From an optimization exercise on the open Yosys and OpenROAD flow, aimed at small area, a short achievable clock period and few clock cycles per item; shortcuts taken in it are not production practice. RTL that was checked went through simulation tests only; none was proved equivalent to the original. No functional check of the RTL was part of run 6.

==> flow/design.v, too long to show whole: its modules and the start of the top module <==
// module fp_mul_mult: 945 lines
// module fp_mul_sched: 118 lines
// module fp_mul_sched_top: 29 lines
module fp_mul_sched_top (
    input  logic         clk,
    input  logic         reset_n,
    input  logic [3:0]   req_valid,
    input  logic [127:0] req_x,
    input  logic [127:0] req_y,
    output logic [3:0]   req_ready,
    output logic         res_valid,
    input  logic         res_ready,
    output logic [1:0]   res_id,
    output logic [31:0]  res_data,
    output logic [4:0]   res_flags,
    output logic         busy
);
  // ...
==> flow/run.sh <==
#!/bin/bash
# synth_recipe.tcl (not shown) runs the flow's synth.tcl, then flattens the netlist and writes it again
# the make line also repeats each setting of config.mk as NAME=value (left out here)
make -C /OpenROAD-flow-scripts/flow DESIGN_CONFIG=/design/flow/config.mk WORK_HOME=/design/flow/orfs CLKGATE_MAP_FILE= SYNTH_SCRIPT=/design/flow/synth_recipe.tcl finish
==> flow/config.mk <==
export PLATFORM = sky130hd
export DESIGN_NAME = fp_mul_sched_top
export DESIGN_NICKNAME = fp_mul_sched_top
export VERILOG_FILES = /design/flow/design.v
export SDC_FILE = /design/flow/constraint.sdc
export NUM_CORES = 4
export LEC_CHECK = 0
export ABC_CLOCK_PERIOD_IN_PS = 4000
export CAP_MARGIN = 20
export CORE_MARGIN = 2
export CORE_UTILIZATION = 40
export SETUP_SLACK_MARGIN = 5
export SLEW_MARGIN = 20
==> flow/constraint.sdc <==
create_clock -name core_clock -period 10.5 [get_ports {clk}]
set_input_delay 2.1000 -clock core_clock [delete_from_list [all_inputs] [get_ports {clk}]]
set_output_delay 2.1000 -clock core_clock [all_outputs]
set_load 0.01 [all_outputs]
==> impl_metrics.tcl, run 1 <==
set metrics [dict create \
    layout-drive-gt1-share_pct 13.4 \
    synthMuxAreaShare_pct 0.743 \
    worst-path-stages 17 \
    yosysMostFrequentCell "inv_1" \
    fmax_ghz 0.168 \
    clkLatencyLatePin_ns 0.44 \
    num-nets-final 3887 \
    crit_path_end "res_data[29]" \
    via_count 25900 \
    n_all_inverters 329 \
    final_common_cell "inv_1" \
    numCtsBuffers 17 \
    core_area_sq_um 60100 \
    via_per_inst 6.37 \
    status "complete, no violations" \
    multi_input_comb_cells 2253 \
    synth_area_leaders "fa_1 (21%), edfxtp_1 (16%), inv_1 (5.0%)" \
    worst_setup_path_start_kind "flop" \
    synth-edff-count 133 \
    yosys-top-cells-count "inv_1 (321), nand2_1 (304), nor2_1 (298)" \
    crit_required_ns 8.40 \
    syn_nets 3674 \
    critPathBufInv 3 \
    layout_min_cycle_time_ns 5.94 \
    hold_depth 0 \
    final_max_slew_viol_count 0 \
    top_regs "u_sched.x0_q: 32 flops, u_sched.y0_q: 32 flops" \
]
Testbench counts, summed over its fixed seeds: cycles 2,064, items 2,048.
==> module fp_mul_sched, before the edit <==
module fp_mul_sched (
    input  logic           clk,
    input  logic           reset_n,
    input  logic [3:0]     req_valid,
    input  logic [127:0]   req_x,
    input  logic [127:0]   req_y,
    output logic [3:0]     req_ready,
    output logic           res_valid,
    input  logic           res_ready,
    output logic [1:0]     res_id,
    output logic [31:0]    res_data,
    output logic [4:0]     res_flags,
    output logic           busy
);
    logic [3:0] last_q;           
    logic       v0_q, v1_q;       
    logic       ld1;              
    logic       en;               
    logic [3:0] first;            
    logic       gnt;
    assign ld1 = !v1_q || res_ready;
    assign en  = !v0_q || ld1;
    always_comb begin
        for (int i = 0; i < 4; i++) begin
            first[i] = req_valid[i] &
                       ( last_q[(i + 3) % 4]
                       | (last_q[(i + 2) % 4] & !req_valid[(i + 3) % 4])
                       | (last_q[(i + 1) % 4] & !req_valid[(i + 3) % 4] & !req_valid[(i + 2) % 4])
                       | (last_q[i] & !req_valid[(i + 3) % 4] & !req_valid[(i + 2) % 4]
                                    & !req_valid[(i + 1) % 4]) );
        end
    end
    assign req_ready = first & {4{en}};
    assign gnt       = |req_ready;
    always_ff @(posedge clk or negedge reset_n) begin
        if (!reset_n) begin
            last_q <= 4'b1000;
            v0_q   <= 1'b0;
            v1_q   <= 1'b0;
        end else begin
            if (gnt) last_q <= req_ready;
            v0_q <= gnt || (v0_q && !ld1);
            if (ld1) v1_q <= v0_q;
        end
    end
    logic [31:0] x0_q, y0_q, x0_d, y0_d;
    logic [1:0]  id0_q, id0_d;
    always_comb begin
        x0_d  = '0;
        y0_d  = '0;
        for (int i = 0; i < 4; i++) begin
            x0_d = x0_d | (req_x[32*i +: 32] & {32{first[i]}});
            y0_d = y0_d | (req_y[32*i +: 32] & {32{first[i]}});
        end
        id0_d = {first[3] | first[2], first[3] | first[1]};
    end
    always_ff @(posedge clk) begin
        if (en) begin
            x0_q  <= x0_d;
            y0_q  <= y0_d;
            id0_q <= id0_d;
        end
    end
    logic [24:0] row_s, row_c;
    logic        cin;
    fp_mul_mult u_mult (
        .x_m   (x0_q[22:0]),
        .y_m   (y0_q[22:0]),
        .row_s (row_s),
        .row_c (row_c),
        .cin   (cin)
    );
    logic [7:0] ex, ey;
    logic [9:0] e0_d;
    logic       zero_d, nan_d, inf_d;
    assign ex     = x0_q[30:23];
    assign ey     = y0_q[30:23];
    assign e0_d   = {2'b00, ex} + {2'b00, ey} - 10'd127;
    assign zero_d = (ex == 8'h00) || (ey == 8'h00);
    assign nan_d  = !zero_d && ((ex == 8'hFF && x0_q[22:0] != '0) || (ey == 8'hFF && y0_q[22:0] != '0));
    assign inf_d  = !zero_d && !nan_d && (ex == 8'hFF || ey == 8'hFF);
    logic [24:0] s1_q, c1_q;
    logic        cin1_q, sgn1_q, zero1_q, nan1_q, inf1_q;
    logic [9:0]  e1_q;
    logic [1:0]  id1_q;
    always_ff @(posedge clk) begin
        if (ld1) begin
            s1_q    <= row_s;
            c1_q    <= row_c;
            cin1_q  <= cin;
            sgn1_q  <= x0_q[31] ^ y0_q[31];
            e1_q    <= e0_d;
            zero1_q <= zero_d;
            nan1_q  <= nan_d;
            inf1_q  <= inf_d;
            id1_q   <= id0_q;
        end
    end
    logic [24:0] p_hi;
    logic        norm;
    logic [22:0] man;
    logic [7:0]  e_fin;
    logic        unf, ovf, spec, normal;
    assign p_hi   = s1_q + c1_q + {24'd0, cin1_q};
    assign norm   = p_hi[24];
    assign man    = norm ? p_hi[23:1] : p_hi[22:0];
    assign e_fin  = e1_q[7:0] + {7'd0, norm};
    assign unf    = e1_q[9] || (e1_q == 10'd0 && !norm);
    assign ovf    = !e1_q[9] && ((e1_q >= 10'd255) || (e1_q == 10'd254 && norm));
    assign spec   = zero1_q || nan1_q || inf1_q;
    assign normal = !spec && !unf && !ovf;
    assign res_valid = v1_q;
    assign res_id    = id1_q;
    assign res_flags = {inf1_q, nan1_q, zero1_q, !spec && !unf && ovf, !spec && unf};
    assign res_data  = normal ? {sgn1_q, e_fin, man}
                     : (nan1_q || inf1_q || (!zero1_q && !unf && ovf)) ? 32'h7F80_0000 : 32'h0;
    assign busy      = v0_q || v1_q;
endmodule
==> run 2, diff against run 1 <==
--- a/flow/design.v
+++ b/flow/design.v
@@ -4,17 +4,19 @@
     localparam int FP_BIAS_DEF = 2 ** (FP_EXP_DEF - 1) - 1;
     localparam int FLAGS_W     = 5;
 endpackage
 module fp_mul_mult (
     input  logic [22:0] x_m,
     input  logic [22:0] y_m,
     output logic [24:0] row_s,
     output logic [24:0] row_c,
-    output logic        cin
+    output logic        c_lo,    
+    output logic        g_mid,   
+    output logic        p_mid    
 );
     wire one1 = y_m[0] ^ 1'b0;
     wire two2 = (y_m[1] & ~y_m[0] & ~1'b0) | (~y_m[1] & y_m[0] & 1'b0);
     wire pp3 = ((x_m[0] & one1) | (1'b0 & two2)) ^ y_m[1];
     wire pp4 = ((x_m[1] & one1) | (x_m[0] & two2)) ^ y_m[1];
     wire pp5 = ((x_m[2] & one1) | (x_m[1] & two2)) ^ y_m[1];
     wire pp6 = ((x_m[3] & one1) | (x_m[2] & two2)) ^ y_m[1];
     wire pp7 = ((x_m[4] & one1) | (x_m[3] & two2)) ^ y_m[1];
@@ -939,18 +941,21 @@
     wire s926 = pp334 ^ s836 ^ c835;
     wire c927 = (pp334 & s836) | (pp334 & c835) | (s836 & c835);
     wire s928 = s838 ^ pp335 ^ c837;
     wire c929 = (s838 & pp335) | (s838 & c837) | (pp335 & c837);
     wire s930 = 1'b1 ^ c839;
     wire c931 = 1'b1 & c839;
     wire [47:0] rs = {s930, s928, s926, s924, s922, s920, s918, s916, s914, s912, s910, s908, s906, s904, s902, s900, s898, s896, s894, s892, s890, s888, s886, s884, s882, s880, s878, s876, s874, s872, s870, s868, s866, s864, s862, s860, s858, s856, s854, s852, s850, s848, s846, s844, s842, pp31, pp4, y_m[1]};
     wire [47:0] rc = {c929, c927, c925, c923, c921, c919, c917, c915, c913, c911, c909, c907, c905, c903, c901, c899, c897, c895, c893, c891, c889, c887, c885, c883, c881, c879, c877, c875, c873, c871, c869, c867, c865, c863, c861, c859, c857, c855, c853, c851, c849, c847, c845, c843, c841, s840, 1'b0, pp3};
-    wire [23:0] lo = {1'b0, rs[22:0]} + {1'b0, rc[22:0]};
-    assign cin = lo[23];
+    wire [17:0] lo = {1'b0, rs[16:0]} + {1'b0, rc[16:0]};
+    wire [6:0] mid = {1'b0, rs[22:17]} + {1'b0, rc[22:17]};
+    assign c_lo  = lo[17];
+    assign g_mid = mid[6];
+    assign p_mid = &(rs[22:17] ^ rc[22:17]);
     assign row_s = rs[47:23];
     assign row_c = rc[47:23];
 endmodule
 import fp_mul_pkg::*;
 module fp_mul_sched (
     input  logic           clk,
     input  logic           reset_n,
     input  logic [3:0]     req_valid,
@@ -959,24 +964,27 @@
     output logic [3:0]     req_ready,
     output logic           res_valid,
     input  logic           res_ready,
     output logic [1:0]     res_id,
     output logic [31:0]    res_data,
     output logic [4:0]     res_flags,
     output logic           busy
 );
+    localparam logic [1:0] SP_NONE = 2'd0, SP_ZERO = 2'd1, SP_NAN = 2'd2, SP_INF = 2'd3;
     logic [3:0] last_q;           
     logic       v0_q, v1_q;       
     logic       ld1;              
+    logic       hold0;            
     logic       en;               
     logic [3:0] first;            
     logic       gnt;
-    assign ld1 = !v1_q || res_ready;
-    assign en  = !v0_q || ld1;
+    assign ld1   = !v1_q || res_ready;
+    assign hold0 = v0_q && !ld1;
+    assign en    = !hold0;
     always_comb begin
         for (int i = 0; i < 4; i++) begin
             first[i] = req_valid[i] &
                        ( last_q[(i + 3) % 4]
                        | (last_q[(i + 2) % 4] & !req_valid[(i + 3) % 4])
                        | (last_q[(i + 1) % 4] & !req_valid[(i + 3) % 4] & !req_valid[(i + 2) % 4])
                        | (last_q[i] & !req_valid[(i + 3) % 4] & !req_valid[(i + 2) % 4]
                                     & !req_valid[(i + 1) % 4]) );
@@ -986,91 +994,112 @@
     assign gnt       = |req_ready;
     always_ff @(posedge clk or negedge reset_n) begin
         if (!reset_n) begin
             last_q <= 4'b1000;
             v0_q   <= 1'b0;
             v1_q   <= 1'b0;
         end else begin
             if (gnt) last_q <= req_ready;
-            v0_q <= gnt || (v0_q && !ld1);
+            v0_q <= gnt || hold0;
             if (ld1) v1_q <= v0_q;
         end
     end
-    logic [31:0] x0_q, y0_q, x0_d, y0_d;
+    logic [31:0] x, y;
+    logic [22:0] xm0_q, ym0_q;
     logic [1:0]  id0_q, id0_d;
+    logic        sgn0_q;
+    logic [9:0]  e0_q, e0_d;
+    logic [1:0]  sp0_q, sp0_d;
+    logic        zero_d, nan_d, inf_d;
     always_comb begin
-        x0_d  = '0;
-        y0_d  = '0;
+        x = '0;
+        y = '0;
         for (int i = 0; i < 4; i++) begin
-            x0_d = x0_d | (req_x[32*i +: 32] & {32{first[i]}});
-            y0_d = y0_d | (req_y[32*i +: 32] & {32{first[i]}});
+            x = x | (req_x[32*i +: 32] & {32{req_ready[i]}});
+            y = y | (req_y[32*i +: 32] & {32{req_ready[i]}});
         end
         id0_d = {first[3] | first[2], first[3] | first[1]};
     end
+    assign e0_d   = {2'b00, x[30:23]} + {2'b00, y[30:23]} - 10'd127;
+    assign zero_d = (x[30:23] == 8'h00) || (y[30:23] == 8'h00);
+    assign nan_d  = (x[30:23] == 8'hFF && x[22:0] != '0) || (y[30:23] == 8'hFF && y[22:0] != '0);
+    assign inf_d  = (x[30:23] == 8'hFF) || (y[30:23] == 8'hFF);
+    assign sp0_d  = zero_d ? SP_ZERO : nan_d ? SP_NAN : inf_d ? SP_INF : SP_NONE;
     always_ff @(posedge clk) begin
-        if (en) begin
-            x0_q  <= x0_d;
-            y0_q  <= y0_d;
-            id0_q <= id0_d;
+        xm0_q <= x[22:0] | (xm0_q & {23{hold0}});
+        ym0_q <= y[22:0] | (ym0_q & {23{hold0}});
+    end
+    always_ff @(posedge clk) begin
+        if (!hold0) begin
+            id0_q  <= id0_d;
+            sgn0_q <= x[31] ^ y[31];
+            e0_q   <= e0_d;
+            sp0_q  <= sp0_d;
         end
     end
     logic [24:0] row_s, row_c;
-    logic        cin;
+    logic        c_lo, g_mid, p_mid;
     fp_mul_mult u_mult (
-        .x_m   (x0_q[22:0]),
-        .y_m   (y0_q[22:0]),
+        .x_m   (xm0_q),
+        .y_m   (ym0_q),
         .row_s (row_s),
         .row_c (row_c),
-        .cin   (cin)
+        .c_lo  (c_lo),
+        .g_mid (g_mid),
+        .p_mid (p_mid)
     );
-    logic [7:0] ex, ey;
-    logic [9:0] e0_d;
-    logic       zero_d, nan_d, inf_d;
-    assign ex     = x0_q[30:23];
-    assign ey     = y0_q[30:23];
-    assign e0_d   = {2'b00, ex} + {2'b00, ey} - 10'd127;
-    assign zero_d = (ex == 8'h00) || (ey == 8'h00);
-    assign nan_d  = !zero_d && ((ex == 8'hFF && x0_q[22:0] != '0) || (ey == 8'hFF && y0_q[22:0] != '0));
-    assign inf_d  = !zero_d && !nan_d && (ex == 8'hFF || ey == 8'hFF);
     logic [24:0] s1_q, c1_q;
-    logic        cin1_q, sgn1_q, zero1_q, nan1_q, inf1_q;
+    logic        clo1_q, gmid1_q, pmid1_q, sgn1_q;
     logic [9:0]  e1_q;
-    logic [1:0]  id1_q;
+    logic [1:0]  sp1_q, id1_q;
     always_ff @(posedge clk) begin
         if (ld1) begin
             s1_q    <= row_s;
             c1_q    <= row_c;
-            cin1_q  <= cin;
-            sgn1_q  <= x0_q[31] ^ y0_q[31];
-            e1_q    <= e0_d;
-            zero1_q <= zero_d;
-            nan1_q  <= nan_d;
-            inf1_q  <= inf_d;
+            clo1_q  <= c_lo;
+            gmid1_q <= g_mid;
+            pmid1_q <= p_mid;
+            sgn1_q  <= sgn0_q;
+            e1_q    <= e0_q;
+            sp1_q   <= sp0_q;
             id1_q   <= id0_q;
         end
     end
+    logic        cin;
+    logic [25:0] sum;
     logic [24:0] p_hi;
     logic        norm;
-    logic [22:0] man;
-    logic [7:0]  e_fin;
-    logic        unf, ovf, spec, normal;
-    assign p_hi   = s1_q + c1_q + {24'd0, cin1_q};
-    assign norm   = p_hi[24];
-    assign man    = norm ? p_hi[23:1] : p_hi[22:0];
-    assign e_fin  = e1_q[7:0] + {7'd0, norm};
-    assign unf    = e1_q[9] || (e1_q == 10'd0 && !norm);
-    assign ovf    = !e1_q[9] && ((e1_q >= 10'd255) || (e1_q == 10'd254 && norm));
-    assign spec   = zero1_q || nan1_q || inf1_q;
-    assign normal = !spec && !unf && !ovf;
+    logic [7:0]  e_inc;
+    logic        unf0, unf1, ovf0, ovf1, spec, inf_f, nan_f, zero_f;
+    logic        n0, n1, pinf0, pinf1, unf, ovf;
+    assign cin   = gmid1_q | (pmid1_q & clo1_q);
+    assign sum   = {s1_q, 1'b1} + {c1_q, cin};
+    assign p_hi  = sum[25:1];
+    assign norm  = p_hi[24];
+    assign e_inc = e1_q[7:0] + 8'd1;
+    assign unf0   = e1_q[9] || (e1_q == 10'd0);
+    assign unf1   = e1_q[9];
+    assign ovf0   = !e1_q[9] && (e1_q >= 10'd255);
+    assign ovf1   = !e1_q[9] && (e1_q >= 10'd254);
+    assign spec   = (sp1_q != SP_NONE);
+    assign zero_f = (sp1_q == SP_ZERO);
+    assign nan_f  = (sp1_q == SP_NAN);
+    assign inf_f  = (sp1_q == SP_INF);
+    assign n0     = !spec && !unf0 && !ovf0;
+    assign n1     = !spec && !unf1 && !ovf1;
+    assign pinf0  = nan_f || inf_f || (!spec && ovf0);
+    assign pinf1  = nan_f || inf_f || (!spec && ovf1);
+    assign unf    = !spec && (norm ? unf1 : unf0);
+    assign ovf    = !spec && (norm ? ovf1 : ovf0);
     assign res_valid = v1_q;
     assign res_id    = id1_q;
-    assign res_flags = {inf1_q, nan1_q, zero1_q, !spec && !unf && ovf, !spec && unf};
-    assign res_data  = normal ? {sgn1_q, e_fin, man}
-                     : (nan1_q || inf1_q || (!zero1_q && !unf && ovf)) ? 32'h7F80_0000 : 32'h0;
+    assign res_flags = {inf_f, nan_f, zero_f, ovf, unf};
+    assign res_data  = norm ? {n1 & sgn1_q, n1 ? e_inc : {8{pinf1}}, p_hi[23:1] & {23{n1}}}
+                            : {n0 & sgn1_q, n0 ? e1_q[7:0] : {8{pinf0}}, p_hi[22:0] & {23{n0}}};
     assign busy      = v0_q || v1_q;
 endmodule
 module fp_mul_sched_top (
     input  logic         clk,
     input  logic         reset_n,
     input  logic [3:0]   req_valid,
     input  logic [127:0] req_x,
     input  logic [127:0] req_y,
==> flow/config.mk (replaced) <==
export PLATFORM = sky130hd
export DESIGN_NAME = fp_mul_sched_top
export DESIGN_NICKNAME = fp_mul_sched_top
export VERILOG_FILES = /design/flow/design.v
export SDC_FILE = /design/flow/constraint.sdc
export NUM_CORES = 4
export LEC_CHECK = 0
export CAP_MARGIN = 20
export CORE_MARGIN = 2
export CORE_UTILIZATION = 40
export SETUP_SLACK_MARGIN = 5
export SLEW_MARGIN = 20
==> run 2 against run 1 <==
Fmax grew 5.6%. Routed wire length rose by 7.3%. Area after synthesis is 7.8% higher. Critical endpoint is now res_data[28].
==> impl_metrics.tcl, run 2 <==
set metrics [dict create \
    finalHoldViolCount 0 \
    syn_inst 3561 \
    layout_min_cycle_time_ns 5.63 \
    synth_area_leaders "fa_1 (20%), edfxtp_1 (9.5%), a21oi_1 (8.5%)" \
    tightestPinTransition_ns 1.12 \
    layout-drive-gt1-share_pct 10.8 \
    via_per_inst 6.34 \
    grt_pass1_wl_mm 169 \
    synth_top_area_share_pct 19.7 \
    clk_path_buf_depth 2 \
    worst-path-max-fanout 7 \
    register_area_sq_um 3620 \
    end_kind "primary output" \
    syn_nets 4176 \
    ant_nets 0 \
    area_delta_synth_final_pct 20.8 \
    wl_mm 115 \
    clockRootBuffer "clkbuf_16" \
    netlist_area_sq_um 26200 \
    drt_iter0_drc 4555 \
    port-buffer-count 307 \
    io_pins 308 \
    path_class "reg2out" \
    maxCapViolations 0 \
    clk_pin_slew_ns 0.06 \
    setup_ws_ns 4.87 \
    yosys-top-cells-count "a21oi_1 (446), nand2_1 (431), inv_1 (323)" \
    final_cell_mix "a21oi_1 (436), nand2_1 (426), inv_1 (318), o21ai_0 (281), clkdlybuf4s50_1 (264)" \
    drt-pass1-iter-count 10 \
    grt_usage_pct 33.0 \
    wire_per_inst_um 25.5 \
    post-route-period-util_pct 53.6 \
    final.setup.tns_ns 0 \
    final_util_pct 48.9 \
    fin_hold_ws_ns 0.411 \
    dpl.hpwl_mm 77.8 \
    core_area_sq_um 64600 \
    slew_headroom_pct 25.4 \
    via_count 28700 \
    initial_core_util_pct 40.5 \
    yosysWarnings 1 \
    gp_congestion 0.965 \
    setup_viol 0 \
    rsz0062_at_grt "yes" \
    synth_ff_type "edfxtp_1" \
    cts.sinks 135 \
    final_common_cell "a21oi_1" \
    grt_overflow 0 \
    dp_slack_ns 3.14 \
    yosysMostFrequentCell "a21oi_1" \
    cts_max_level 4 \
    die_y_um 260 \
    fmax_ghz 0.178 \
    synth-edff-count 83 \
    yosysTopAreaCell "fa_1" \
    clkLatencyLatePin_ns 0.48 \
    numCtsBuffers 17 \
    crit_required_ns 8.40 \
    synth.avg_cell_area_sq_um 7.35 \
    finalClockSkew_ns 0.0218 \
    drt_drc_violations_left 0 \
    worstPathArrival_ns 3.53 \
    synth_seq_cells 135 \
    final_max_slew_viol_count 0 \
    multiInputGateArea_sq_um 20500 \
    cts_tree "yes" \
    grt_pass1_vias 25600 \
    top_regs "u_sched.c1_q: 25 flops, u_sched.s1_q: 25 flops" \
    fillers 6305 \
    die_area_sq_um 67500 \
    antenna_found_initial 11 \
    fp.dieW_um 260 \
    status "complete, no violations" \
    async_reset_ff_share_pct 4.44 \
    ys_seq_area_share_pct 13.6 \
    grt_max_degree 103 \
    placementRows 93 \
    min-delay-path-class "reg2reg" \
    worst_setup_path_start_kind "flop" \
    num-nets-final 4267 \
    synth_cell_types 78 \
]
==> run 2: kinds of logic after synthesis <==
| logic type | share of synthesized area, % |
|---|---|
| flip-flops | 13.6 |
| AND/OR/NAND/NOR | 13.5 |
| adder cells (fa/ha/maj) | 26.6 |
| buffers and inverters | 10.9 |
| multiplexers | 0.344 |
| XOR/XNOR | 2.21 |
| AO/OA/AOI/OAI | 32.8 |
==> run 2: routing by layer <==
metal  vias to the layer above  wire length [um]  global-route usage [%]
met5                         -                38                       0
met4                         6              3570                    10.3
met3                       235             13100                    6.61
met2                      1867             51200                    50.2
met1                     13800             47400                    46.8
li1                      12800                 -                       -
==> run 2: final timing paths <==
path                                   from                end  slack (ns)  cells after the start
min                         u_sched.e0_q[0]    u_sched.e1_q[0]        0.41                      0
min in group asynchronous           reset_n  u_sched.last_q[1]        1.89                      1
max in group asynchronous           reset_n  u_sched.last_q[3]        8.33                      1
max reg2reg                u_sched.xm0_q[6]    u_sched.gmid1_q        5.04                     21
max                        u_sched.c1_q[11]       res_data[28]        4.87                     14
min reg2reg                 u_sched.e0_q[0]    u_sched.e1_q[0]        0.41                      0
==> run 2: timing repair <==
action	in CTS	in global routing
cloned	11	1
gates resized for setup	252	72
buffers inserted	57	25
hold buffers	0	0
setup endpoints to repair	50	43
pin swaps	37	45
==> run 2: critical path, stage by stage, from the launching register on <==
cell and delay, ns:
edfxtp_1 0.42, ha_4 0.33, nand4_1 0.17, a2111oi_4 0.31
o311a_4 0.30, o21a_4 0.16, o2111ai_4 0.17, o211ai_4 0.20
buf_12 0.15, and3_4 0.21, buf_6 0.11, buf_12 0.11
a21oi_2 0.04, o211ai_1 0.18, buf_2 0.17
==> run 2: area by class of cell <==
class,instances,area share [%]
repair buffers,481,14.4
clock buffers,25,1.62
inverters,333,4.02
flip-flops and latches,135,11.4
diodes,10,0.0792
clock inverters,7,0.214
multi-input cells,2684,64.8
well taps,855,3.39
==> run 2: through the flow <==
step	cells	instance area (sq um)
floorplan	3561	26300
global placement	4394	29500
detailed placement	4394	29500
CTS	4494	31200
global route	4528	31600
finish	4530	31600
Testbench counts of run 2, summed over its fixed seeds: cycles 2,064, items 2,048.
==> run 3, diff against run 2 <==
--- a/flow/config.mk
+++ b/flow/config.mk
@@ -5,6 +5,7 @@
 export SDC_FILE = /design/flow/constraint.sdc
 export NUM_CORES = 4
 export LEC_CHECK = 0
+export ABC_AREA = 1
 export CAP_MARGIN = 20
 export CORE_MARGIN = 2
 export CORE_UTILIZATION = 40
==> run 3 against run 2 <==
Global-route usage down 4.2 points. Still clean. Die area fell by 18%. Highest routed layer is now met4.
==> impl_metrics.tcl, run 3 <==
set metrics [dict create \
    clk_pin_slew_ns 0.06 \
    final_cell_mix "inv_1 (386), nand2_1 (315), clkdlybuf4s50_1 (290), xor2_1 (286), o22ai_1 (265)" \
    io_pins 308 \
    ant_nets 0 \
    synth-xor-area-share_pct 12.4 \
    die_area_sq_um 55100 \
    grt_overflow 0 \
    tightestPinTransition_ns 1.10 \
    port-buffer-count 307 \
    synth_compound_area_share_pct 13.2 \
    post-route-period-util_pct 52.4 \
    status "complete, no violations" \
    final_common_cell "inv_1" \
    synth-edff-count 83 \
    multiInputGateArea_sq_um 15700 \
    worstPathArrival_ns 3.41 \
    fmax_ghz 0.182 \
    worst_setup_path_start_kind "input port" \
    final.setup.tns_ns 0 \
    setup_viol 0 \
    final_max_slew_viol_count 0 \
    synth_top_area_share_pct 24.3 \
    fillers 5005 \
    ys_seq_area_share_pct 16.7 \
    antenna_found_initial 3 \
    area_delta_synth_final_pct 23.9 \
    layout_min_cycle_time_ns 5.51 \
    via_per_inst 5.76 \
    synth_seq_cells 135 \
    core_area_sq_um 52600 \
    yosysTopAreaCell "fa_1" \
    gp_congestion 0.918 \
    synthMuxAreaShare_pct 0 \
    dpl_cell_area_sq_um 24800 \
    dpl.hpwl_mm 59.3 \
    rsz0062_at_grt "yes" \
    synth_ff_type "edfxtp_1" \
    yosys-top-cells-count "inv_1 (390), nand2_1 (327), xor2_1 (287)" \
    placementRows 84 \
    grt_max_degree 108 \
    cts_max_level 4 \
    yosysWarnings 1 \
    synth.avg_cell_area_sq_um 8.14 \
    top_regs "u_sched.c1_q: 25 flops, u_sched.s1_q: 25 flops" \
    drt_iter0_drc 2111 \
    worst-path-max-fanout 5 \
    finalHoldViolCount 0 \
    synth_area_leaders "fa_1 (24%), xor2_1 (12%), edfxtp_1 (12%)" \
    fin_hold_ws_ns 0.414 \
    wl_mm 81.8 \
    yosysMostFrequentCell "inv_1" \
    die_y_um 235 \
    slew_headroom_pct 26.6 \
    synth_cell_types 52 \
    path_class "in2out" \
    async_reset_ff_share_pct 4.44 \
    via_count 20500 \
    clkLatencyLatePin_ns 0.45 \
    synth_fa_ha_area_share_pct 29.8 \
    clk_path_buf_depth 2 \
    synth_simple_gate_area_share_pct 16.5 \
    drt_drc_violations_left 0 \
    finalClockSkew_ns 0.0142 \
    layout-drive-gt1-share_pct 8.42 \
    stdcell_area_sq_um 26400 \
    numCtsBuffers 17 \
    initial_core_util_pct 40.5 \
    netlist_area_sq_um 21300 \
    cts_tree "yes" \
    num-nets-final 3463 \
    grt_pass1_vias 20700 \
    grt_pass1_wl_mm 124 \
    maxCapViolations 0 \
    min-delay-path-class "reg2reg" \
    drt-pass1-iter-count 6 \
    synth_top_family_by_area "adder cells" \
    cts.sinks 135 \
    syn_nets 3230 \
    final_util_pct 50.2 \
    register_area_sq_um 3570 \
    syn_inst 2615 \
    grt_usage_pct 28.8 \
    wire_per_inst_um 23.0 \
    clockRootBuffer "clkbuf_16" \
    end_kind "primary output" \
    crit_required_ns 8.40 \
    fp.dieW_um 235 \
]
==> run 3: cell count changes in the layout (fill, tap and decap cells not counted), sizes merged, moves of 121 or more <==
cell   delta
a21oi   -394
a22oi   -121
nand4   +195
o21ai   -223
o22ai   +149
xor2    +258
==> run 3: logic make-up (layout without fill, tap and decap cells) <==
family	after synthesis	in the layout
AOI/OAI and AO/OA	461	461
xor gates and xnor gates	301	301
adders and majority gates	352	352
buffers and inverters	624	866
DFF	135	135
other	0	3
and+or+nand+nor	742	746
==> run 3: what timing repair did <==
item                       in CTS  in global routing
setup buffers                  26                 16
cloned                          5                  6
setup endpoints to repair      44                 43
resized for setup              60                 82
hold endpoints to repair        0                  0
hold buffers                    0                  0
pin swaps                       9                 16
==> run 3: path summary, 6_finish.rpt <==
path                                   startpoint           endpoint  slack, ns  cells after the start
max in group asynchronous                 reset_n  u_sched.last_q[3]       8.30                      1
worst min-delay path              u_sched.e0_q[1]    u_sched.e1_q[1]       0.41                      0
worst min register to register    u_sched.e0_q[1]    u_sched.e1_q[1]       0.41                      0
worst max-delay path                    res_ready       req_ready[0]       4.99                      8
min in group asynchronous                 reset_n       u_sched.v0_q       1.91                      1
worst max register to register  u_sched.ym0_q[11]    u_sched.gmid1_q       5.22                     16
==> run 3: stage by stage <==
stage,setup WS (ns),std cells
floorplan,5.39,2615
global placement,3.59,3463
detailed placement,3.56,3463
CTS,4.87,3526
global route,4.92,3552
finish,4.99,3552
==> run 3: worst max-delay path: stages <==
cell and delay, ns:
clkdlybuf4s50_1 0.47, inv_2 0.10, nand3_4 0.14, nand2_1 0.10, inv_4 0.07, nand2_1 0.07, inv_2 0.17, buf_2 0.17
==> run 3: metal layers <==
| layer | up-vias | global-route usage (%) | routed length (um) |
|---|---|---|---|
| li1 | 9187 | - | - |
| met1 | 9855 | 37.9 | 32700 |
| met2 | 1241 | 47.4 | 38400 |
| met3 | 186 | 5.40 | 7640 |
| met4 | 0 | 9.92 | 2990 |
| met5 | - | 0 | 0 |
==> run 3: cell type report <==
class                           count  share of cell area [%]
Clock buffer                       18                    1.66
Clock inverter                     14                   0.465
Timing Repair Buffer              405                    15.4
Antenna cell                        3                  0.0285
Tap cell                          688                    3.26
Sequential cell                   135                    13.5
Inverter                          429                    6.23
Multi-Input combinational cell   1860                    59.4
==> run 4, diff against run 3 <==
==> flow/flow/run.sh (new file) <==
#!/bin/bash
# Own layout flow: the standard synthesis and ORFS layout, with tighter timing repair
# and the smallest buffer on the ports. Each tool's output goes to a log file of its own.
set -euo pipefail
MARGIN=5.7
bash standard.sh synth > synth.log 2>&1
bash standard.sh "SETUP_SLACK_MARGIN=$MARGIN" \
    "BUFFER_PORTS_ARGS=-buffer_cell sky130_fd_sc_hd__buf_1" finish > layout.log 2>&1
==> flow/standard.sh (new file) <==
#!/bin/bash
# synth_recipe.tcl (not shown) runs the flow's synth.tcl, then flattens the netlist and writes it again
# the make line also repeats each setting of config.mk as NAME=value (left out here)
make -C /OpenROAD-flow-scripts/flow DESIGN_CONFIG=/design/flow/config.mk WORK_HOME=/design/flow/orfs CLKGATE_MAP_FILE= SYNTH_SCRIPT=/design/flow/synth_recipe.tcl "${@:-finish}"
--- a/flow/config.mk
+++ b/flow/config.mk
@@ -9,5 +9,4 @@
 export CAP_MARGIN = 20
 export CORE_MARGIN = 2
 export CORE_UTILIZATION = 40
-export SETUP_SLACK_MARGIN = 5
 export SLEW_MARGIN = 20
removed: flow/run.sh
==> run 4 against run 3 <==
Still clean on timing, DRC and antenna. First-iteration DRC count fell by 4.8%. Worst setup slack gained 0.24 ns. Fmax grew 4.6%. Critical endpoint is now req_ready[3].
==> impl_metrics.tcl, run 4 <==
set metrics [dict create \
    status "complete, no violations" \
    setup_ws_ns 5.23 \
    worstPathArrival_ns 3.17 \
    highest_layer "met5" \
    synth-edff-count 83 \
    reg2regPathDepth 15 \
    finalClockSkew_ns 0.0147 \
    io_pins 308 \
    clk_path_buf_depth 2 \
    synth.avg_cell_area_sq_um 8.14 \
    met1_length_mm 32.7 \
    clockRootBuffer "clkbuf_16" \
    r2r_start "u_sched.ym0_q[3]" \
    grt_usage_pct 28.8 \
    post-route-period-util_pct 50.2 \
    synth_top_area_share_pct 24.3 \
    area_delta_synth_final_pct 22.7 \
    fin_hold_ws_ns 0.420 \
    reg2reg_slack_ns 5.79 \
    yosys-top-cells-count "inv_1 (390), nand2_1 (327), xor2_1 (287)" \
    final.setup.tns_ns 0 \
    path_class "in2out" \
    yosysTopAreaCell "fa_1" \
    synth_top_family_by_area "adder cells" \
    setup_viol 0 \
    synthMuxAreaShare_pct 0 \
    clk_pin_slew_ns 0.07 \
    synth_fa_ha_area_share_pct 29.8 \
    synth_ff_type "edfxtp_1" \
    crit_slowest_cell "nor2_4" \
    min-delay-path-class "reg2reg" \
    die_y_um 235 \
    antenna_found_initial 1 \
    die_area_sq_um 55100 \
    grt_overflow 0 \
    synth-xor-area-share_pct 12.4 \
    slew_headroom_pct 38.2 \
    maxCapViolations 0 \
    port-buffer-count 307 \
    crit_required_ns 8.40 \
    clkLatencyLatePin_ns 0.45 \
    num-nets-final 3517 \
    cts.sinks 135 \
    numCtsBuffers 17 \
    wl_mm 82.6 \
    ant_nets 0 \
    drt_drc_violations_left 0 \
    register_area_sq_um 3580 \
    rsz0062_at_grt "yes" \
    fmax_ghz 0.190 \
    syn_nets 3230 \
    via_per_inst 5.82 \
    final_common_cell "inv_1" \
    reg2reg_to "u_sched.gmid1_q" \
    dp_slack_ns 3.90 \
    synth_compound_area_share_pct 13.2 \
    final_cell_mix "inv_1 (382), xor2_1 (283), nand2_1 (270), buf_1 (267), o22ai_1 (263)" \
    path_cells "clkbuf_16 > buf_12 > inv_8 > nand4_1 > nand3_4 > nand2_4 > nor2_4 > buf_6" \
    synth_seq_cells 135 \
    layout_min_cycle_time_ns 5.27 \
    top_regs "u_sched.c1_q: 25 flops, u_sched.s1_q: 25 flops" \
    core_area_sq_um 52600 \
    tightestPinTransition_ns 0.927 \
    layout-drive-gt1-share_pct 14.8 \
    initial_core_util_pct 40.5 \
    end_kind "primary output" \
    crit_path_end "req_ready[3]" \
    via_count 21000 \
    final_max_slew_viol_count 0 \
    antenna_cells 0 \
    fillers 5082 \
    fp.dieW_um 235 \
    grt_pass1_vias 21000 \
    worst-path-max-fanout 6 \
    multiInputGateArea_sq_um 16300 \
    drt-pass1-iter-count 7 \
    synth_simple_gate_area_share_pct 16.5 \
    cts_max_level 4 \
    syn_inst 2615 \
    dpl.hpwl_mm 57.8 \
    async_reset_ff_share_pct 4.44 \
    worst_setup_path_start_kind "input port" \
    yosysWarnings 1 \
    placementRows 84 \
    startpoint "req_valid[1]" \
    synth_area_leaders "fa_1 (24%), xor2_1 (12%), edfxtp_1 (12%)" \
    cts_tree "yes" \
    synth_cell_types 52 \
    grt_max_degree 70 \
    grt_pass1_wl_mm 124 \
    dr_wl_met2_mm 38.0 \
    yosysMostFrequentCell "inv_1" \
    finalHoldViolCount 0 \
    drt_iter0_drc 2009 \
    netlist_area_sq_um 21300 \
    slowest_delay_ns 0.19 \
    ys_seq_area_share_pct 16.7 \
    wl_met3_mm 7.81 \
    wire_per_inst_um 22.9 \
    gp_congestion 0.991 \
]
==> run 4: cell counts after synthesis <==
No cell type changed its count.
==> run 4: cell type report <==
type | instances | share of cell area, %
multi-input combinational | 1861 | 62.4
clock inverter | 14 | 0.699
inverter | 429 | 6.62
sequential | 135 | 13.7
timing repair buffer | 457 | 11.6
clock buffer | 18 | 1.64
tap | 688 | 3.29
timing repair inverter | 1 | 0.0623
==> run 4: worst min-delay path by stage <==
| stage | from | endpoint | cells past startpoint | slack (ns) |
|---|---|---|---|---|
| floorplan | u_sched.e0_q[0] | u_sched.e1_q[0] | 0 | 0.40 |
| global placement | u_sched.id0_q[0] | u_sched.id1_q[0] | 0 | 0.41 |
| detailed placement | u_sched.sp0_q[0] | u_sched.sp1_q[0] | 0 | 0.41 |
| CTS | u_sched.sp0_q[0] | u_sched.sp1_q[0] | 0 | 0.42 |
| global route | u_sched.sp0_q[0] | u_sched.sp1_q[0] | 0 | 0.43 |
| finish | u_sched.sp0_q[0] | u_sched.sp1_q[0] | 0 | 0.42 |
==> run 4: through the flow <==
step	area [sq um]	cells	utilization (%)
3_3_place_gp	22900	3465	43.6
5_1_grt	26100	3603	49.7
3_5_place_dp	22900	3465	43.6
2_1_floorplan	21400	2615	-
4_1_cts	25200	3565	47.9
6_report	26100	3603	49.7
==> run 4: routing by layer <==
metal	track usage (%)	up-vias
li1	-	9319
met3	6.33	233
met4	13.3	2
met1	36.6	10100
met2	46.6	1265
met5	0	-
==> run 4: kinds of logic (layout without fill, tap and decap cells) <==
| group | after synthesis | in the layout |
|---|---|---|
| XOR/XNOR | 301 | 301 |
| flip-flops | 135 | 135 |
| adder cells (fa/ha/maj) | 352 | 352 |
| AO/OA/AOI/OAI | 461 | 461 |
| buffers and inverters | 624 | 919 |
| AND/OR/NAND/NOR | 742 | 747 |
==> run 4: worst max-delay path: cells and delay by family <==
kind	cells	cell delay [ns]
AND/OR/NAND/NOR	4	0.61
buffers and inverters	4	0.44
==> run 4: what timing repair did <==
| action | 4_1_cts | 5_1_grt |
|---|---|---|
| resized for setup | 222 | 158 |
| cloned | 16 | 6 |
| endpoints found under the hold margin | 0 | 0 |
| hold buffers | 0 | 0 |
| buffers inserted | 52 | 32 |
| endpoints found under the setup margin | 110 | 46 |
| pin swaps | 47 | 51 |
==> run 5, diff against run 4 <==
==> flow/flow/fapol.py (new file) <==
#!/usr/bin/env python3
"""Full-adder polarity pass on a flat Yosys netlist (write_verilog -noattr).

A full adder is self-dual: FA(~a, ~b, ~c) = (~cout, ~sum). Synthesis leaves many inverters
between full adders; this pass chooses for every full adder whether it works on true or
complemented signals so that as few inverters as possible are needed, then rebuilds the
inverters. Only combinational inverter cells are removed or added; every other cell, every
register and every port keep their names and connections.

usage: fapol.py IN.v OUT.v
"""
import re
import sys
from collections import defaultdict

INV_RE = re.compile(r'^sky130_fd_sc_hd__(inv|clkinv)_\d+$')
FA_RE = re.compile(r'^sky130_fd_sc_hd__fa_\d+$')
OUT_PINS = {'X', 'Y', 'SUM', 'COUT', 'Q', 'Q_N', 'HI', 'LO'}

src = open(sys.argv[1]).read()

# ---- split the single module into header, declarations, assigns and cells ----
m = re.search(r'\bmodule\s+(\S+)\s*\((.*?)\);', src, re.S)
start = m.end()
end = src.rindex('endmodule')
body = src[start:end]

stmts = []
buf = ''
for line in body.split('\n'):
    buf += line + '\n'
    if line.rstrip().endswith(';'):
        stmts.append(buf)
        buf = ''
tail_ws = buf

cell_re = re.compile(r'^\s*(\S+)\s+(\S+)\s*\((.*)\)\s*;\s*$', re.S)
pin_re = re.compile(r'\.(\w+)\s*\(\s*(.*?)\s*\)\s*(?:,|$)', re.S)

items = []          # ('raw', text) or ('cell', type, name, [(pin, net)])
for s in stmts:
    st = s.strip()
    first = st.split(None, 1)[0] if st else ''
    if first in ('input', 'output', 'inout', 'wire', 'reg', 'assign', 'supply0', 'supply1') or not st:
        items.append(('raw', s))
        continue
    cm = cell_re.match(st)
    if not cm:
        items.append(('raw', s))
        continue
    typ, name, pins = cm.group(1), cm.group(2), cm.group(3)
    pl = [(p, n.strip()) for p, n in pin_re.findall(pins)]
    items.append(('cell', typ, name, pl))

ports = set()
for d in re.findall(r'^\s*(?:input|output|inout)\s+(?:\[[^\]]*\]\s*)?(.*?);', body, re.M):
    for n in d.split(','):
        ports.add(n.strip())
# nets used in assign statements are left alone
assign_nets = set()
for it in items:
    if it[0] == 'raw' and it[1].strip().startswith('assign'):
        for tok in re.findall(r'(\\\S+|[A-Za-z_][\w$]*(?:\s*\[\d+\])?)', it[1][it[1].index('assign') + 6:]):
            assign_nets.add(tok.strip())


def base(net):
    return re.sub(r'\s*\[\d+\]$', '', net)


def is_port(net):
    return net in ports or base(net) in ports


def fixed(net):
    return is_port(net) or net in assign_nets or base(net) in assign_nets or net.startswith("1'b") or net == ''


# ---- inverters that may be rebuilt: input and output both internal nets ----
inv_of = {}         # output net -> input net
inv_cells = set()
for i, it in enumerate(items):
    if it[0] == 'cell' and INV_RE.match(it[1]):
        pins = dict(it[3])
        a, y = pins.get('A'), pins.get('Y')
        if a and y and not fixed(a) and not fixed(y):
            inv_of[y] = a
            inv_cells.add(i)


def root(net):
    p = 0
    seen = 0
    while net in inv_of and seen < 100:
        net = inv_of[net]
        p ^= 1
        seen += 1
    return net, p


# loads: every input pin of a kept cell; for each, (root, logical parity)
fa_idx = [i for i, it in enumerate(items) if it[0] == 'cell' and FA_RE.match(it[1])]
fa_set = set(fa_idx)
driver_fa = {}      # root net -> fa item index (its SUM or COUT)
for i in fa_idx:
    for p, n in items[i][3]:
        if p in ('SUM', 'COUT'):
            driver_fa[n] = i

loads = []          # (item index, pin, root, parity)
for i, it in enumerate(items):
    if it[0] != 'cell' or i in inv_cells:
        continue
    for p, n in it[3]:
        if p in OUT_PINS or not n:
            continue
        r, par = root(n)
        loads.append((i, p, r, par))

# inverters that stay (port-facing) keep their input as a load
flip = defaultdict(int)


def cost_of_root(r, ldl):
    # physical polarity of r is flip of its driving FA (if any)
    dp = flip[driver_fa[r]] if r in driver_fa else 0
    need = set()
    for (i, p, par) in ldl:
        q = par ^ (flip[i] if i in fa_set else 0)
        need.add(q ^ dp)
    return 1 if 1 in need else 0


by_root = defaultdict(list)
for (i, p, r, par) in loads:
    by_root[r].append((i, p, par))
fa_roots = defaultdict(set)
for r, ldl in by_root.items():
    for (i, p, par) in ldl:
        if i in fa_set:
            fa_roots[i].add(r)
    if r in driver_fa:
        fa_roots[driver_fa[r]].add(r)

nofl = set()
for i in fa_idx:
    for p, n in items[i][3]:
        if p in ('SUM', 'COUT') and fixed(n):
            nofl.add(i)

total = sum(cost_of_root(r, l) for r, l in by_root.items())
before = total
improved = True
passes = 0
while improved and passes < 50:
    improved = False
    passes += 1
    for f in fa_idx:
        if f in nofl:
            continue
        rs = fa_roots[f]
        old = sum(cost_of_root(r, by_root[r]) for r in rs)
        flip[f] ^= 1
        new = sum(cost_of_root(r, by_root[r]) for r in rs)
        if new < old:
            total += new - old
            improved = True
        else:
            flip[f] ^= 1

# ---- rebuild ----
inv_net = {}        # root -> net carrying its physical complement
new_cells = []
counter = [0]


def complement(r):
    if r not in inv_net:
        counter[0] += 1
        n = f"fapol_n{counter[0]}"
        inv_net[r] = n
        new_cells.append((n, r))
    return inv_net[r]


out = []
out.append(src[:start])
for i, it in enumerate(items):
    if it[0] == 'raw':
        out.append(it[1])
        continue
    if i in inv_cells:
        continue
    typ, name, pl = it[1], it[2], it[3]
    newpl = []
    for p, n in pl:
        if p in OUT_PINS or not n:
            newpl.append((p, n))
            continue
        r, par = root(n)
        q = par ^ (flip[i] if i in fa_set else 0)
        dp = flip[driver_fa[r]] if r in driver_fa else 0
        newpl.append((p, r if q == dp else complement(r)))
    conn = ',\n    '.join(f'.{p}({n} )' for p, n in newpl)
    out.append(f"  {typ} {name} (\n    {conn}\n  );\n")
for k, (n, r) in enumerate(new_cells):
    out.append(f"  wire {n};\n")
    out.append(f"  sky130_fd_sc_hd__inv_1 fapol_inv{k + 1} (\n    .A({r} ),\n    .Y({n})\n  );\n")
out.append(tail_ws)
out.append(src[end:])
open(sys.argv[2], 'w').write(''.join(out))
sys.stderr.write(f"fapol: {len(fa_idx)} full adders, {sum(flip[f] for f in fa_idx)} flipped, "
                 f"{len(inv_cells)} inverters removed, {len(new_cells)} added "
                 f"(cost {before} -> {total})\n")
==> run 5 against run 4 <==
Global-route usage unchanged. Final cell count unchanged. Routed wire length is the same. Area after synthesis is the same. Worst setup slack is the same. Critical path depth stayed put. Synthesized cell count did not move. Final area unchanged. Register-to-register slack barely moved. Sequential share of layout area unchanged. Hold slack stayed put. Fmax unchanged. Critical path type unchanged.
==> impl_metrics.tcl, run 5 <==
set metrics [dict create \
    placementRows 84 \
    syn_inst 2615 \
    syn_nets 3230 \
    worst_setup_path_start_kind "input port" \
    die_y_um 235 \
    ys_seq_area_share_pct 16.7 \
    clockRootBuffer "clkbuf_16" \
    yosysWarnings 1 \
    grt_pass1_vias 21000 \
    port-buffer-count 307 \
    cts.sinks 135 \
    grt_pass1_wl_mm 124 \
    numCtsBuffers 17 \
    core_area_sq_um 52600 \
    yosysMostFrequentCell "inv_1" \
    final_common_cell "inv_1" \
    synth_top_area_share_pct 24.3 \
    worstPathArrival_ns 3.17 \
    grt_max_degree 70 \
    setup_viol 0 \
    final_cell_mix "inv_1 (382), xor2_1 (283), nand2_1 (270), buf_1 (267), o22ai_1 (263)" \
    fin_hold_ws_ns 0.420 \
    clk_pin_slew_ns 0.07 \
    tightestPinTransition_ns 0.927 \
    slew_headroom_pct 38.2 \
    wire_per_inst_um 22.9 \
    layout_min_cycle_time_ns 5.27 \
    initial_core_util_pct 40.5 \
    antenna_cells 0 \
    drt_iter0_drc 2009 \
    io_pins 308 \
    finalClockSkew_ns 0.0147 \
    dpl.hpwl_mm 57.8 \
    ant_nets 0 \
    yosys-top-cells-count "inv_1 (390), nand2_1 (327), xor2_1 (287)" \
    path_class "in2out" \
    fp.dieW_um 235 \
    final_max_slew_viol_count 0 \
    crit_required_ns 8.40 \
    crit_slowest_cell "nor2_4" \
    yosysTopAreaCell "fa_1" \
    async_reset_ff_share_pct 4.44 \
    post-route-period-util_pct 50.2 \
    rsz0062_at_grt "yes" \
    end_kind "primary output" \
    synth_cell_types 52 \
    clkLatencyLatePin_ns 0.45 \
    num-nets-final 3517 \
    synth_ff_type "edfxtp_1" \
    synth.avg_cell_area_sq_um 8.14 \
    synth_seq_cells 135 \
    drt-pass1-iter-count 7 \
    via_count 21000 \
    grt_usage_pct 28.8 \
    top_regs "u_sched.c1_q: 25 flops, u_sched.s1_q: 25 flops" \
    finalHoldViolCount 0 \
    grt_overflow 0 \
    slowest_delay_ns 0.19 \
    min-delay-path-class "reg2reg" \
    maxCapViolations 0 \
    cts_max_level 4 \
    critical-path-top-delay-family "simple AND/OR/NAND/NOR gates" \
    wl_mm 82.6 \
    via_per_inst 5.82 \
    gp_congestion 0.991 \
    netlist_area_sq_um 21300 \
    drt_drc_violations_left 0 \
    synth-edff-count 83 \
    status "complete, no violations" \
    antenna_found_initial 1 \
    die_area_sq_um 55100 \
    final.setup.tns_ns 0 \
    critPathBufInv 4 \
    final_util_pct 49.7 \
    fillers 5082 \
    cts_tree "yes" \
    path_cells "clkbuf_16 > buf_12 > inv_8 > nand4_1 > nand3_4 > nand2_4 > nor2_4 > buf_6" \
    clk_path_buf_depth 2 \
    worst-path-max-fanout 6 \
    synth_area_leaders "fa_1 (24%), xor2_1 (12%), edfxtp_1 (12%)" \
    layout-drive-gt1-share_pct 14.8 \
    area_delta_synth_final_pct 22.7 \
    fmax_ghz 0.190 \
]
==> run 5: cell counts after synthesis <==
Identical to the previous run, type by type.
==> run 5: cell type report <==
| type | instances | area [sq um] | share of cell area (%) |
|---|---|---|---|
| sequential | 135 | 3580 | 13.7 |
| tap | 688 | 861 | 3.29 |
| timing repair inverter | 1 | 16.3 | 0.0623 |
| multi-input combinational | 1861 | 16300 | 62.4 |
| inverter | 429 | 1730 | 6.62 |
| timing repair buffer | 457 | 3040 | 11.6 |
| clock inverter | 14 | 183 | 0.699 |
| clock buffer | 18 | 429 | 1.64 |
==> run 5: per-layer routing <==
metal,track usage [%],up-vias,wire length [um]
met5,0,-,13
met4,13.3,2,4110
met3,6.33,233,7810
met2,46.6,1265,38000
met1,36.6,10100,32700
li1,-,9319,-
==> run 5: cells by family after synthesis <==
kind of cell,after synthesis,synth area share [%]
simple gates,742,16.5
buf+inv,624,11.4
compound gates,461,13.2
fa+ha+maj,352,29.8
xor+xnor,301,12.4
flops,135,16.7
==> run 5: worst paths after layout <==
check | startpoint | end | slack (ns) | depth (start not counted)
worst min-delay path | u_sched.sp0_q[0] | u_sched.sp1_q[0] | 0.42 | 0
worst max register to register | u_sched.ym0_q[3] | u_sched.gmid1_q | 5.79 | 15
worst min register to register | u_sched.sp0_q[0] | u_sched.sp1_q[0] | 0.42 | 0
worst max-delay path | req_valid[1] | req_ready[3] | 5.23 | 8
max in group asynchronous | reset_n | u_sched.last_q[3] | 8.61 | 1
min in group asynchronous | reset_n | u_sched.last_q[1] | 1.56 | 1
==> run 5: metrics by stage <==
step                std cells  area, sq um  worst slack, ns
floorplan                2615        21400             5.58
global placement         3465        22900             4.00
detailed placement       3465        22900             3.90
CTS                      3565        25200             5.31
global route             3603        26100             5.19
finish                   3603        26100             5.23
==> run 5: what timing repair did <==
action | 4_1_cts | 5_1_grt
gates resized for setup | 222 | 158
buffers inserted | 52 | 32
pin swaps | 47 | 51
endpoints found under the setup margin | 110 | 46
hold buffers | 0 | 0
cloned | 16 | 6
==> run 6, diff against run 5 <==
--- a/flow/design.v
+++ b/flow/design.v
@@ -970,7 +970,7 @@
     output logic           busy
 );
     localparam logic [1:0] SP_NONE = 2'd0, SP_ZERO = 2'd1, SP_NAN = 2'd2, SP_INF = 2'd3;
-    logic [3:0] last_q;           
+    logic [3:0][3:0] prio_q, prio_d;
     logic       v0_q, v1_q;       
     logic       ld1;              
     logic       hold0;            
@@ -982,24 +982,35 @@
     assign en    = !hold0;
     always_comb begin
         for (int i = 0; i < 4; i++) begin
-            first[i] = req_valid[i] &
-                       ( last_q[(i + 3) % 4]
-                       | (last_q[(i + 2) % 4] & !req_valid[(i + 3) % 4])
-                       | (last_q[(i + 1) % 4] & !req_valid[(i + 3) % 4] & !req_valid[(i + 2) % 4])
-                       | (last_q[i] & !req_valid[(i + 3) % 4] & !req_valid[(i + 2) % 4]
-                                    & !req_valid[(i + 1) % 4]) );
+            first[i] = req_valid[i] && !(|(req_valid & prio_q[i]));
         end
     end
     assign req_ready = first & {4{en}};
     assign gnt       = |req_ready;
+    always_comb begin
+        prio_d = prio_q;
+        for (int g = 0; g < 4; g++) begin
+            if (req_ready[g]) begin
+                for (int i = 0; i < 4; i++) begin
+                    for (int j = 0; j < 4; j++) begin
+                        prio_d[i][j] = (j != i) && (((j - g + 3) % 4) < ((i - g + 3) % 4));
+                    end
+                end
+            end
+        end
+    end
     always_ff @(posedge clk or negedge reset_n) begin
         if (!reset_n) begin
-            last_q <= 4'b1000;
+            for (int i = 0; i < 4; i++) begin
+                for (int j = 0; j < 4; j++) begin
+                    prio_q[i][j] <= (j < i);
+                end
+            end
             v0_q   <= 1'b0;
             v1_q   <= 1'b0;
         end else begin
-            if (gnt) last_q <= req_ready;
-            v0_q <= gnt || hold0;
+            prio_q <= prio_d;
+            v0_q   <= gnt || hold0;
             if (ld1) v1_q <= v0_q;
         end
     end
==> flow/flow/run.sh (replaced) <==
#!/bin/bash
# Own layout flow: the standard synthesis, a full-adder polarity pass on its netlist
# (removes inverters between full adders; registers and ports untouched), then the ORFS
# layout with tighter timing repair and the smallest buffer on the ports.
# Each tool's output goes to a log file of its own in this folder.
set -euo pipefail
MARGIN=5.7
RES=orfs/results/sky130hd/fp_mul_sched_top/base
bash standard.sh synth > synth.log 2>&1
cp $RES/1_2_yosys.v 1_2_yosys.std.v
python3 flow/fapol.py 1_2_yosys.std.v $RES/1_2_yosys.v > fapol.log 2>&1
rm -f $RES/1_synth.odb $RES/1_synth.sdc
bash standard.sh "SETUP_SLACK_MARGIN=$MARGIN" \
    "BUFFER_PORTS_ARGS=-buffer_cell sky130_fd_sc_hd__buf_1" finish > layout.log 2>&1
==> run 6 against run 5 <==
Utilization shrank 0.11 points. Flip-flop and latch count grew 8. Final cell count grew 0.50%. Highest routed layer is now met4.
==> impl_metrics.tcl, run 6 <==
set metrics [dict create \
    status "complete, no violations" \
    dpl.hpwl_mm 55.6 \
    cts_tree "yes" \
    netlist_area_sq_um 21100 \
    use_met2_pct 43.7 \
    wire_per_inst_um 22.0 \
    layout_min_cycle_time_ns 5.07 \
    cts-hold-fix-buffers 0 \
    core_area_sq_um 52300 \
    clk_pin_slew_ns 0.06 \
    final_util_pct 49.6 \
    post-route-period-util_pct 48.3 \
    synth.avg_cell_area_sq_um 8.11 \
    cts_max_level 4 \
    finalClockSkew_ns 0.0135 \
    syn_nets 3214 \
    die_y_um 234 \
    antenna_cells 0 \
    worst_setup_path_start_kind "input port" \
    register_area_sq_um 3780 \
    path_class "in2out" \
    top_usage_layer "met2" \
    ant_nets 0 \
    multiInputGateArea_sq_um 16500 \
    fillers 4968 \
    clockRootBuffer "clkbuf_16" \
    yosysWarnings 1 \
    grt_pass1_vias 19800 \
    final_max_slew_viol_count 0 \
    grt_overflow 0 \
    setup_viol 0 \
    fmax_ghz 0.197 \
    cts.sinks 143 \
    num-nets-final 3535 \
    drt_drc_violations_left 0 \
    grt_usage_pct 28.0 \
    final_common_cell "nand2_1" \
    met1_usage_pct 38.2 \
    numCtsBuffers 17 \
    worst-path-max-fanout 6 \
    syn_inst 2599 \
    via_count 20800 \
    clkLatencyLatePin_ns 0.45 \
    placementRows 84 \
    io_pins 308 \
    antenna_found_initial 0 \
    min-delay-path-class "reg2reg" \
    tightestPinTransition_ns 1.05 \
    initial_core_util_pct 40.3 \
    area_delta_synth_final_pct 23.2 \
    port-buffer-count 307 \
    slew_headroom_pct 29.6 \
    crit_required_ns 8.40 \
    fin_hold_ws_ns 0.422 \
    via_per_inst 5.74 \
    rsz0062_at_grt "yes" \
    use_met3_pct 6.01 \
    worstPathArrival_ns 2.97 \
    top_regs "u_sched.c1_q: 25 flops, u_sched.s1_q: 25 flops" \
    grt_pass1_wl_mm 116 \
    die_area_sq_um 54500 \
    grt_max_degree 110 \
    fp.dieW_um 234 \
    finalHoldViolCount 0 \
    gp_congestion 0.967 \
    wl_mm 79.7 \
    drt_iter0_drc 2022 \
    end_kind "primary output" \
    layout-drive-gt1-share_pct 15.4 \
    maxCapViolations 0 \
    clk_path_buf_depth 2 \
    final_cell_mix "nand2_1 (340), inv_1 (291), xor2_1 (276), buf_1 (264), o22ai_1 (259)" \
    drt-pass1-iter-count 6 \
    final.setup.tns_ns 0 \
]
[run 6: per-layer routing]
metal | vias to the layer above | share of wire, %
li1 | 9272 | -
met1 | 10000 | 41
met2 | 1228 | 45
met3 | 225 | 9.9
met4 | 0 | 4.1
met5 | - | 0
[run 6: stage by stage]
step	cell area, sq um	worst slack (ns)	std cells
6_report	26000	5.43	3621
5_1_grt	26000	5.40	3621
4_1_cts	24800	5.46	3572
3_5_place_dp	22800	3.97	3471
3_3_place_gp	22800	4.05	3471
2_1_floorplan	21100	5.69	2599
[run 6: final cells by class]
class                   count  area share, %
clock buffers              24           1.90
clock inverters             8          0.308
inverters                 315           4.81
multi-input cells        1963           63.4
flip-flops and latches    143           14.6
well taps                 688           3.32
repair buffers            477           11.6
repair inverters            3         0.0578
[run 6: critical path, stage by stage]
cell	delay, ns
buf_6	0.10
clkinvlp_4	0.08
nand3_4	0.12
buf_12	0.18
nand2_8	0.05
clkinvlp_4	0.16
buf_6	0.17
[run 6: repair_timing]
item	4_1_cts	5_1_grt
cloned	13	8
setup endpoints to repair	74	67
pin swaps	37	74
buffers inserted	56	41
gates resized for setup	180	231
hold endpoints to repair	0	0
[run 6: path summary, 6_finish.rpt]
check	cells after the start	end	slack [ns]	startpoint
worst max-delay path	7	req_ready[2]	5.43	res_ready
worst min-delay path	0	u_sched.sp1_q[0]	0.42	u_sched.sp0_q[0]
worst max register to register	10	u_sched.s1_q[9]	5.86	u_sched.ym0_q[21]
worst min register to register	0	u_sched.sp1_q[0]	0.42	u_sched.sp0_q[0]
max in group asynchronous	1	u_sched.prio_q[1]	8.27	reset_n
min in group asynchronous	1	u_sched.v1_q	1.72	reset_n

==> static timing again, ports no longer ideal <==
In the flow no input, the clock included, has a driving cell. The finished layouts below were timed again as built, in two steps. Step 1, drivers: a clkbuf_16 drives clk and a buf_2 each remaining input, both assumed. Step 2 adds t to the input delays and takes it off the output delays; t is the mean of the earliest and latest rising clock arrival at the registers after step 1. Input paths then give back, and output paths get back, about the clock's delay inside the block. Slacks: ideal / step 1 / step 2; pairs: ideal / step 1.
| run | t (ns) | setup WS [ns] | worst slew at a driven data input, ns |
|---|---|---|---|
| run 1 | 0.486 | 4.557 / 4.505 / 4.991 | 0.10 |
| run 2 | 0.527 | 4.874 / 4.817 / 4.620 | 0.14 |
| run 3 | 0.502 | 4.993 / 4.957 / 4.581 | 0.10 |
| run 4 | 0.494 | 5.234 / 5.185 / 5.035 | 0.09 |
| run 5 | 0.494 | 5.234 / 5.185 / 5.035 | 0.09 |
| run 6 | 0.496 | 5.432 / 5.371 / 5.077 | 0.08 |
After both steps every run listed still meets setup and hold. For run 3, which loses most, drivers alone change the setup slack by -0.036 ns; drivers and shift together by -0.412 ns.
